This is an optimization exercise on Yosys and OpenROAD, whose aim is small area, not a production implementation. Only simulation tests tie the RTL to the original design; equivalence was not proved. Power figures rest on the tool's default switching activity, not on a simulated workload.

==> run K: inputs <==
==> flow/design.v (excerpt) <==
module vstu_top (
  input  logic                                             clk_i,
  input  logic                                             rst_ni,
  input  vstu_pkg::store_req_t                             req_i,
  input  logic                                             req_valid_i,
  output logic                                             req_ready_o,
  input  vstu_pkg::done_vec_t                              running_i,
  input  logic [4-1:0][8*8-1:0] operand_i,
  input  logic [4-1:0]                        operand_valid_i,
  output logic [4-1:0]                        operand_ready_o,
  input  vstu_pkg::burst_req_t                             burst_i,
  input  logic                                             burst_valid_i,
  output logic                                             burst_ready_o,
  output vstu_pkg::w_beat_t                                w_o,
  output logic                                             w_valid_o,
  input  logic                                             w_ready_i,
  input  logic                                             b_valid_i,
  output logic                                             b_ready_o,
  output logic                                             store_pending_o,
  output logic                                             store_complete_o,
  output vstu_pkg::done_vec_t                              done_o
);
  vstu_pkg::store_req_t issue;
  logic       issue_valid;
  logic       issue_done;
  vstu_pkg::vrf_word_t  word;
  logic       word_valid;
  logic       word_ready;
  store_insn_queue u_store_insn_queue (
    .clk_i           (clk_i),
    .rst_ni          (rst_ni),
    .req_i           (req_i),
  ...
clock: 8.0 ns
lec_check: 0
cap_margin: 20
core_margin: 2
core_utilization: 40
gpl_timing_driven: 0
slew_margin: 20
standard.sh (not shown) runs the stock make flow with config.mk's settings and CLKGATE_MAP_FILE= SYNTH_SCRIPT=/design/flow/synth_recipe.tcl, a recipe that flattens the netlist after the stock synthesis.
==> flow/flow/run.sh <==
#!/bin/bash
# Layout flow: the standard ORFS flow (standard.sh) with three changes:
#  - synthesis is synth_recipe.tcl unchanged except that Yosys's abc call maps the
#    combinational logic with flow/abc_area.script (area-oriented) instead of ORFS's
#    speed script; flip-flop mapping, flattening and renaming are untouched
#  - port buffers use the smallest buffer cell
#  - the clock tree uses clkbuf_8 sink clusters and no dummy loads
# Each tool's output goes to a log file in this folder.
set -euo pipefail
HERE=$(pwd)
ABC_SCRIPT=$HERE/flow/abc_area.script
source $HERE/flow/settings.sh

# ORFS synth.tcl with the abc script argument replaced
sed 's#^\(\s*\)log_cmd abc {\*}$abc_args#\1set abc_args [lreplace $abc_args 1 1 '"$ABC_SCRIPT"']\n&#' \
  $FLOW_HOME/scripts/synth.tcl > $HERE/synth_area.tcl
grep -q "lreplace \$abc_args 1 1 $ABC_SCRIPT" $HERE/synth_area.tcl
sed 's#source $::env(SCRIPTS_DIR)/synth.tcl#source '"$HERE"'/synth_area.tcl#' \
  $HERE/synth_recipe.tcl > $HERE/synth_recipe_area.tcl
grep -q "source $HERE/synth_area.tcl" $HERE/synth_recipe_area.tcl

export BUFFER_PORTS_ARGS="-buffer_cell sky130_fd_sc_hd__buf_1"
export CTS_ARGS="-sink_clustering_enable -repair_clock_nets -dont_use_dummy_load $CTS_EXTRA"
bash standard.sh SYNTH_SCRIPT=$HERE/synth_recipe_area.tcl finish > $HERE/standard.log 2>&1
==> flow/flow/abc_area.script <==
strash
dch -f
amap -F 8 -A 16
topo
stime -c
==> flow/flow/settings.sh <==
CTS_EXTRA="-buf_list sky130_fd_sc_hd__clkbuf_8 -sink_clustering_size 17 -sink_clustering_max_diameter 80"
==> run C: changes against run K <==
--- a/flow/config.mk
+++ b/flow/config.mk
@@ -10,3 +10,2 @@
 export CORE_UTILIZATION = 40
-export GPL_TIMING_DRIVEN = 0
 export SLEW_MARGIN = 20
==> run A: changes against run K <==
==> flow/flow/abc_area.script (replaced) <==
&get -n
&st
&dch
&nf -a
&put
topo
stime -c
==> flow/flow/settings.sh (replaced) <==
CTS_EXTRA="-buf_list sky130_fd_sc_hd__clkbuf_8 -sink_clustering_size 16 -sink_clustering_max_diameter 60"
--- a/flow/config.mk
+++ b/flow/config.mk
@@ -10,3 +10,2 @@
 export CORE_UTILIZATION = 40
-export GPL_TIMING_DRIVEN = 0
 export SLEW_MARGIN = 20
==> run E: changes against run K <==
==> flow/flow/abc_area.script (replaced) <==
strash
dch -f
amap
topo
stime -c
--- a/flow/config.mk
+++ b/flow/config.mk
@@ -10,3 +10,2 @@
 export CORE_UTILIZATION = 40
-export GPL_TIMING_DRIVEN = 0
 export SLEW_MARGIN = 20
==> run summary <==
Synth Area in XOR/XNOR 1.96%; compound-cell area share of the yosys netlist 8.13%; Syn Inst Count 1243; top layer in use met4; Area Growth Syn to Fin 18.2%; clock share of power 13.5%; Clock group 1.08 mW; Metal-1 WL 19900 um; status complete, no violations; P_seq 3.59 mW; max incr delay on CP 0.87 ns; combinational power 3.32 mW; WL per Instance 20.3 um
The numbers above come from run A.

==> run summary <==
status complete, no violations; max incr delay on CP 0.93 ns; Clock group 951 uW; P_seq 3.52 mW; WL per Instance 22.4 um; Synth Area in XOR/XNOR 0.0592%; Metal-1 WL 20700 um; combinational power 3.27 mW
The numbers above come from run K.

==> run summary <==
Syn Inst Count 1291; R2R depth 19; Area Growth Syn to Fin 17.3%; top layer in use met5; clock share of power 12.5%; met1 Use GR 33.4%; Metal-1 WL 22100 um; Clock group 970 uW; max incr delay on CP 0.85 ns; P_seq 3.50 mW; vias in the first global route 12.4k; status complete, no violations; Synth Area in XOR/XNOR 0.0592%; Netlist cell types 40
The numbers above come from run C.

==> run summary <==
combinational power 3.15 mW; Clock group 962 uW; compound-cell area share of the yosys netlist 22.7%; final core utilization 47.5%; CP delay by family, top simple AND/OR/NAND/NOR gates; Tmin final 6.55 ns; P_seq 3.45 mW; max incr delay on CP 0.84 ns; Synth Area in XOR/XNOR 0%; Metal-1 WL 21600 um; status complete, no violations; clock share of power 12.7%; WL per Instance 19.8 um; total CTS buffers 29; top layer in use met5
The numbers above come from run E.

[what the ideal ports hide]
Ports are ideal in the flow. The routed layouts listed here were re-timed in OpenROAD.
Step 1 (the two cells are an assumption about what drives the block):
set clk [get_ports {clk_i}]
set_driving_cell -lib_cell sky130_fd_sc_hd__clkbuf_16 $clk
set_driving_cell -lib_cell sky130_fd_sc_hd__buf_2 [delete_from_list [all_inputs] $clk]
Step 2 times the ports against the registers' clock, not the clock port: input delays grow and output delays shrink by t, the midpoint of the rising clock arrivals with the driver on.
a / b / c = ideal / step 1 / step 2; a / b = the first two.
| run | shift t [ns] | slack for setup (ns) | worst slew at a driven data input, ns |
|---|---|---|---|
| run K | 0.671 | 0.956 / 0.956 / 0.956 | 0.11 |
| run C | 0.661 | 1.435 / 1.435 / 1.435 | 0.10 |
| run A | 0.625 | 2.381 / 2.381 / 2.381 | 0.10 |
| run E | 0.650 | 1.450 / 1.450 / 1.450 | 0.11 |
After both steps setup and hold are still met in every run listed.
